Context: an optimization exercise on an open-source flow, tuned for small area, a short achievable clock period and few clock cycles per item. The choices shown serve that exercise and are no tape-out recipe. RTL that was checked went through simulation tests only; none was proved equivalent to the original.

==> flow/design.v (excerpt) <==
module decimal_digit_square_root (
	input  wire logic                    clk,
	input  wire logic                    arst_n,
	input  wire logic                    start,
	output logic                         busy,
	input  wire logic signed [dds_pkg::RAD_W-1:0] radicand,
	output logic                         done,
	output logic [dds_pkg::ROOT_W-1:0]   root,
	output logic                         negative_input
);
For scale: ~1,000 cells after synthesis, roughly 9000 um^2 of cells after synthesis.
clock: 10.0 ns
lec_check: 0
cap_margin: 20
core_margin: 2
core_utilization: 30
cts_buf_list: sky130_fd_sc_hd__clkbuf_4 sky130_fd_sc_hd__clkbuf_8
place_density: 0.6
slew_margin: 20
standard.sh (not shown) runs the stock make flow with config.mk's settings and CLKGATE_MAP_FILE= SYNTH_SCRIPT=/design/flow/synth_recipe.tcl, a recipe that flattens the netlist after the stock synthesis.
==> flow/flow/run.sh <==
#!/bin/bash
set -euo pipefail
bash standard.sh finish SETUP_SLACK_MARGIN=6.5 \
	"BUFFER_PORTS_ARGS=-buffer_cell sky130_fd_sc_hd__buf_1" > standard.log 2>&1
Testbench counts at the start, summed over its fixed seeds: cycles 31,206, roots 2,400.
Rerun with:
- CORE_UTILIZATION: 30 -> 40
After rerunning: The new run went through all stages and came out clean. Routed wire length went down by a few percent. Global-route usage goes up by 4.0 points. Worst hold slack is worse by 0.0033 ns. Via count rises slightly. Register-to-register slack improves by 0.02 ns. Clock-buffer cell count is unchanged.
Rerun with:
- ABC_AREA: unset -> 1
Outcome: The new run finished clean; wire length climbs by 14%; final cell count climbs by about 30%; design area climbs by 2.7%; register-to-register slack improved by 0.13 ns; clock skew climbs by 0.011 ns; clock-buffer cell count climbs by 1.
Rerun with:
- ABC_AREA: 1 -> unset
- TNS_END_PERCENT: unset -> 5
Outcome: Cell area drops by 2.7%; maximum frequency drops by about 1.6%; clock skew drops by 0.013 ns; setup slack is worse by 0.055 ns; first-iteration DRC count drops by about 24%; wire length drops by about 12%; die area drops by 7.6%.

decimal_digit_square_root, a different RTL version from the one above (not shown whole).
Size: ~130 flip-flops, roughly 9300 um2 of cells after synthesis.
==> flow/config.mk <==
export PLATFORM = sky130hd
export DESIGN_NAME = decimal_digit_square_root
export DESIGN_NICKNAME = decimal_digit_square_root
export VERILOG_FILES = /design/flow/design.v
export SDC_FILE = /design/flow/constraint.sdc
export NUM_CORES = 4
export LEC_CHECK = 0
export CAP_MARGIN = 20
export CORE_MARGIN = 2
export CORE_UTILIZATION = 40
export CTS_BUF_LIST = sky130_fd_sc_hd__clkbuf_4 sky130_fd_sc_hd__clkbuf_8
export PLACE_DENSITY = 0.6
export SLEW_MARGIN = 20
==> flow/constraint.sdc <==
create_clock -name core_clock -period 10.0 [get_ports {clk}]
set_input_delay 2.0000 -clock core_clock [delete_from_list [all_inputs] [get_ports {clk}]]
set_output_delay 2.0000 -clock core_clock [all_outputs]
set_load 0.01 [all_outputs]
==> flow/flow/run.sh <==
#!/bin/bash
set -euo pipefail
bash standard.sh finish SETUP_SLACK_MARGIN=6.8 \
	"BUFFER_PORTS_ARGS=-buffer_cell sky130_fd_sc_hd__buf_1" > standard.log 2>&1
The baseline ran to the end with no violations.
Then changed:
==> flow/flow/run.sh (replaced) <==
#!/bin/bash
set -euo pipefail
bash standard.sh finish SETUP_SLACK_MARGIN=6.5 \
	"BUFFER_PORTS_ARGS=-buffer_cell sky130_fd_sc_hd__buf_1" > standard.log 2>&1
=> The new run went through all stages and came out clean; worst setup slack degrades by 70 ps; wire length went down by 4.7%; core utilization drops by 3.3 points; count of clock-buffer cells in the layout does not change; design area drops by 6.3%; synthesized cell count stays the same; cell count is lower by about 3.4%; flip-flop and latch count does not change; first-iteration DRC count shrinks by 1.8%.
Then changed:
==> flow/flow/run.sh (replaced) <==
#!/bin/bash
set -euo pipefail
bash standard.sh finish SETUP_SLACK_MARGIN=6.0 \
	"BUFFER_PORTS_ARGS=-buffer_cell sky130_fd_sc_hd__buf_1" > standard.log 2>&1
Outcome: The new run went through all stages and came out clean. Design area went down by 6.6%. Cell count went down by 1.4%. Die area is unchanged. Worst setup slack degrades by 420 ps.
Then changed:
==> flow/flow/run.sh (replaced) <==
#!/bin/bash
set -euo pipefail
bash standard.sh finish SETUP_SLACK_MARGIN=6.5 \
	"BUFFER_PORTS_ARGS=-buffer_cell sky130_fd_sc_hd__buf_1" > standard.log 2>&1
Settings changed: CORE_UTILIZATION 40 to 55, PLACE_DENSITY 0.6 to 0.75.
Result:
- synthesized area does not change
- clock skew is about the same
- count of clock-buffer cells in the layout rose by 2
- routed wire length increases by a few percent
- utilization increases by 21 points
- global-route usage goes up by 6.4 points
Then changed:
Settings changed: CORE_UTILIZATION 55 to 40, CTS_BUF_LIST sky130_fd_sc_hd__clkbuf_4 sky130_fd_sc_hd__clkbuf_8 to sky130_fd_sc_hd__clkbuf_8, CTS_CLUSTER_DIAMETER set to 80, CTS_CLUSTER_SIZE set to 30, PLACE_DENSITY 0.75 to 0.6.
Setup slack improves by 69 ps.
Clock-buffer cell count falls by 2.
Cell count rises by 4.4%.
Hold slack degrades by 18 ps.
Sequential share of layout area barely changes.
Die area rises by 36%.
Global-route usage falls by 6.1 points.
Then changed:
==> flow/flow/run.sh (replaced) <==
#!/bin/bash
set -euo pipefail
bash standard.sh finish SETUP_SLACK_MARGIN=6.2 \
	"BUFFER_PORTS_ARGS=-buffer_cell sky130_fd_sc_hd__buf_1" > standard.log 2>&1
Settings changed: CTS_BUF_LIST sky130_fd_sc_hd__clkbuf_8 to sky130_fd_sc_hd__clkbuf_4 sky130_fd_sc_hd__clkbuf_8, CTS_CLUSTER_DIAMETER 80 to unset, CTS_CLUSTER_SIZE 30 to unset.
=>
- The new run ran to the end with no violations
- count of clock-buffer cells in the layout is unchanged
- final area shrinks by 6.0%
- cell count fell by 1.1%
- hold slack improved by 16 ps
- global-route usage decreases by 0.41 points
- wire length falls by 5.0%
- flip-flop and latch count does not change
- via count goes down by 2.6%
Function was not checked in any run of this note: the RTL went through the layout flow alone.

port drivers added, routing unchanged:
Ports are ideal in the flow. The routed layouts listed here were re-timed in OpenROAD.
Step 1 (the two cells are an assumption about what drives the block):
set clk [get_ports {clk}]
set_driving_cell -lib_cell sky130_fd_sc_hd__clkbuf_16 $clk
set_driving_cell -lib_cell sky130_fd_sc_hd__buf_2 [delete_from_list [all_inputs] $clk]
Step 2 moves the port delays by t, midway between the first and last clock arrival at a register: inputs arrive t later, outputs are due t later. That takes back most of the time a late clock gives input paths.
a / b / c = no drivers / after step 1 / after step 2; a / b = the first two.
run	shift t [ns]	slack for setup (ns)	worst register clock-pin slew, ns	pins driven straight from the clock port
the first run of note 1	0.492	6.593 / 6.593 / 6.211	0.10 / 0.10	1
the second run of note 1	0.507	6.613 / 6.613 / 6.149	0.10 / 0.10	1
the third run of note 1	0.493	6.653 / 6.611 / 6.260	0.10 / 0.10	1
the fourth run of note 1	0.504	6.598 / 6.609 / 6.112	0.10 / 0.10	1
the first run of note 2	0.497	6.682 / 6.682 / 6.397	0.11 / 0.11	1
the second run of note 2	0.506	6.612 / 6.612 / 6.168	0.11 / 0.11	1
the third run of note 2	0.507	6.195 / 6.195 / 6.022	0.10 / 0.10	1
the fourth run of note 2	0.493	6.543 / 6.543 / 6.067	0.09 / 0.09	1
the fifth run of note 2	0.506	6.612 / 6.612 / 6.168	0.11 / 0.11	1
the sixth run of note 2	0.506	6.318 / 6.318 / 5.962	0.10 / 0.10	1
After both steps every run listed still meets setup and hold. For the fourth run of note 1, which loses most, drivers alone change the setup slack by +0.011 ns; drivers and shift together by -0.486 ns.
